This design comes from an exercise in tuning for a short achievable clock period and few clock cycles on the open sky130 flow, not from production work. In this exercise RTL edits were held to simulation tests only and were not proved equivalent to the original. Power is estimated from default activity; no workload was simulated.

== job 6696 ==
Design scalar_core, start of the top module:
module scalar_core (
    input  logic        clock,
    input  logic        reset,
    input  logic        enable,
    input  logic [31:0] instruction,
    output logic [31:0] data_out,
    output logic        data_valid,
    output logic [11:0] prog_mem_addr,
    output logic        prog_mem_read
);
    localparam logic [31:0] HALT_MARKER    = 32'hFFFF_FFFF;
    localparam logic [31:0] BARRIER_MARKER = 32'hAAAA_AAAA;
    logic        running;
    logic [31:0] regs [16];
    logic        zf, nf, cf, vf;
    logic        e_wr;           
    logic        e_ldi;
    logic        e_flg;          
    logic        e_arith;        
    logic        e_sub;          
    logic        e_and, e_or;
    logic [3:0]  e_dest;
    logic [15:0] e_imm;
    logic [31:0] e_sb;           
    logic [31:0] e_d;            
    logic        e_osrc, e_obar, e_ohalt;
    logic [8:3]  e_chk;          
    logic        e_jr;           
    logic        e_pred;         
    logic [8:3]  hist;           
    logic [11:0] e_alt;          
    logic adv;
    assign adv           = enable & running;
    assign prog_mem_read = enable & running;
    function automatic logic cond_eval(input logic [3:0] c, input logic z, input logic n,
                                       input logic cy, input logic v);
        case (c)
            4'd1:    cond_eval = z;
            4'd2:    cond_eval = !z;
            4'd3:    cond_eval = n;
            4'd4:    cond_eval = !n;
            4'd5:    cond_eval = cy;
            4'd6:    cond_eval = !cy;
            4'd7:    cond_eval = v;
            4'd8:    cond_eval = !v;
            4'd15:   cond_eval = 1'b1;
            default: cond_eval = 1'b0;
        endcase
    endfunction
    logic [31:0] x, lres, alu_res, res, sum;
    logic [31:0] pg_g [6];       
    logic [31:0] pg_p [6];
    logic [32:0] cy;             
    logic        n_z, n_n, n_c, n_v;
    logic        b_z, b_n, b_c, b_v;    
    logic        l_n;                   
    logic        e_out;
    logic        mis;
    always_comb begin
        x = e_d ^ e_sb;
        pg_g[0]    = e_d;
        pg_p[0]    = x;
        pg_g[0][0] = x[0] ? e_sub : e_d[0];
        pg_p[0][0] = 1'b0;
        for (int l = 0; l < 5; l++) begin
  ...
make LEC_CHECK=0 CAP_MARGIN=40 CORE_MARGIN=2 CORE_UTILIZATION=40 SETUP_SLACK_MARGIN=3.8 SLEW_MARGIN=40 TNS_END_PERCENT=100 finish   # period 7.0 ns
run.sh (not shown) runs the stock make flow with config.mk's settings and CLKGATE_MAP_FILE= SYNTH_SCRIPT=/design/flow/synth_recipe.tcl, a recipe that flattens the netlist after the stock synthesis.
Job 6696 went all the way through synthesis, placement and routing and the layout is clean on timing, DRC and antenna.
Testbench counts of job 6696, summed over its fixed seeds: cycles 76,439.
## Diff of input files: job 6291 against job 6696
Settings: setting GPL_ROUTABILITY_DRIVEN to 0 for the first time; changing CORE_UTILIZATION from 40 to 30; setting GPL_TIMING_DRIVEN to 1 for the first time; changing SETUP_SLACK_MARGIN from 3.8 to 4.0.
## What came out
Clock-buffer cell count for job 6291: about 8% down relative to job 6696
Job 6291 vs job 6696 — aggregate global-route resource usage dropped 8.6 points.
Of job 6696 and job 6291, the higher height of the chip belongs to job 6291.
Placed wire-length estimate after detailed placement ended up 2.7% lower on job 6291 than on job 6696.
Job 6291 | status: complete | timing, DRC, antenna: pass
met3 wire length in job 6291 is 1500 um above job 6696.
Modified inputs, job 1971 compared to job 6291
Settings: a deleted GPL_TIMING_DRIVEN that had been 1; a deleted GPL_ROUTABILITY_DRIVEN that had been 0.
### Flow results
Job 6291 has lower maximum cell stage delay along the critical path than job 1971.
Cell with the largest stage delay on the worst path: dfrtp_1 -> job 6291, dfrtp_2 -> job 1971
Job 6291 ended up with e_d[5] as its critical path endpoint; job 1971 ended up with e_sb[18].
Number of iterations in the first detailed-routing pass was lower in the run labelled job 6291.
Comparing job 1971 and job 6291, the lower final setup slack of the worst path is on job 1971.
Final cell area excluding filler cells across job 1971 and job 6291: no real change.
Input-level comparison between job 4766 and job 1971:
Settings: SETUP_SLACK_MARGIN changed from 4.0 to 3.8.
[summary]
Job 4766 against job 1971: setup slack of the critical path after layout grew by 0.045 ns, wire length per cell -about 3%, non-clock buffer count in the final layout lower.
Diff job 4766 and job 1971: overall power consumption higher in job 4766
Job 1971 reports its slowest library cell on the worst path as dfrtp_2 while job 4766 reports o31a_4.
Job 4766 finished every step from synthesis to the final layout, and the layout passed the timing, design-rule and antenna checks.
Diff job 1971 -> job 4766: highest achievable clock rate higher, portion of the clock cycle consumed by the worst path in the final layout lower, internal power component higher, first-pass GRT wire length lower.
Sort job 4766 and job 1971 by routed wire length desc -> top: job 1971
> inputs changed (job 4766 -> job 5113)
Settings: SETUP_SLACK_MARGIN now 4.0, was 3.8.
==> flow/flow/run.sh (new file) <==
#!/bin/bash
# Own layout flow: the standard flow (standard.sh, every step), with more
# cells on the don't-use list: the slow wide OR/NOR and deep AOI/OAI cells,
# and the half and full adder cells (so that synthesis does not extract
# ripple adders). Synthesis and timing repair then build the logic from
# faster gates. Registers, constraints and all other steps are unchanged.
set -euo pipefail
cd "$(dirname "$0")/.."
base=$(make -s -C "$FLOW_HOME" DESIGN_CONFIG="$PWD/config.mk" WORK_HOME="$PWD/orfs" \
       print-DONT_USE_CELLS 2> print_dont_use.log | sed -n 's/^DONT_USE_CELLS: //p')
if [[ -z "$base" ]]; then
  echo "could not read the platform's DONT_USE_CELLS" >&2
  exit 1
fi
extra=""
for c in or4 or4b or4bb or3 or3b nor4 nor4b nor4bb nor3 nor3b a2111oi a2111o o2111ai \
         o2111a o41ai o41a a41oi a41o o311ai o311a a311oi a311o o32ai o32a a32oi a32o \
         and4bb and4b ha fa; do
  for s in 0 1 2 4; do
    if grep -q "cell (\"sky130_fd_sc_hd__${c}_$s\")" "$FLOW_HOME/platforms/sky130hd/lib/sky130_fd_sc_hd__tt_025C_1v80.lib"; then
      extra="$extra sky130_fd_sc_hd__${c}_$s"
    fi
  done
done
echo "DONT_USE_CELLS=$base$extra" > dont_use.txt
bash standard.sh "DONT_USE_CELLS=$base$extra" finish > standard_flow.log 2>&1
==> flow/standard.sh (new file) <==
#!/bin/bash
# synth_recipe.tcl (not shown) runs the flow's synth.tcl, then flattens the netlist and writes it again
# the make line also repeats each setting of config.mk as NAME=value (left out here)
make -C /OpenROAD-flow-scripts/flow DESIGN_CONFIG=/design/flow/config.mk WORK_HOME=/design/flow/orfs CLKGATE_MAP_FILE= SYNTH_SCRIPT=/design/flow/synth_recipe.tcl "${@:-finish}"
removed: flow/run.sh
Notes after the runs:
- The flow did not stop early for job 5113: all stages ran, and the layout cleared the timing, design-rule and antenna checks.
- Taking job 4766 as the reference, in job 5113 slew of the pin with the lowest slew margin higher, maximum frequency higher.
- Global-route wire length before repair on job 5113 is behind job 4766.
- Summary of the comparison: overall power consumption is lower in job 5113, relative to job 4766.
- Clock share of power: job 5113 and job 4766 compared, lower one is job 5113
- Taking job 4766 as the reference, in job 5113 sequential share of layout area lower, combinational power lower, maximum cell stage delay along the critical path lower.

-- port drivers added, routing unchanged --
The results above use ideal ports. As a check the final layouts listed here were re-extracted and re-timed, cells and wires unchanged.
Step 1 (the two cells are an assumption about what drives the block):
set clk [get_ports {clock}]
set_driving_cell -lib_cell sky130_fd_sc_hd__clkbuf_16 $clk
set_driving_cell -lib_cell sky130_fd_sc_hd__buf_2 [delete_from_list [all_inputs] $clk]
Step 2 moves the port delays by t, midway between the first and last clock arrival at a register: inputs arrive t later, outputs are due t later. That takes back most of the time a late clock gives input paths.
a / b / c = ideal / step 1 / step 2; a / b = the first two.
| run | t (ns) | slack for setup (ns) | worst setup path after step 2 |
|---|---|---|---|
| job 6696 | 0.723 | 3.631 / 3.631 / 2.972 | input to register |
| job 6291 | 0.725 | 3.710 / 3.710 / 3.076 | input to register |
| job 1971 | 0.727 | 3.645 / 3.645 / 3.067 | input to register |
| job 4766 | 0.722 | 3.690 / 3.690 / 2.981 | input to register |
| job 5113 | 0.732 | 3.813 / 3.763 / 3.148 | input to register |
After both steps setup and hold are still met in every run listed. The setup slack of job 4766, which loses most, moves by 0.000 ns with the drivers and by -0.709 ns with both steps.
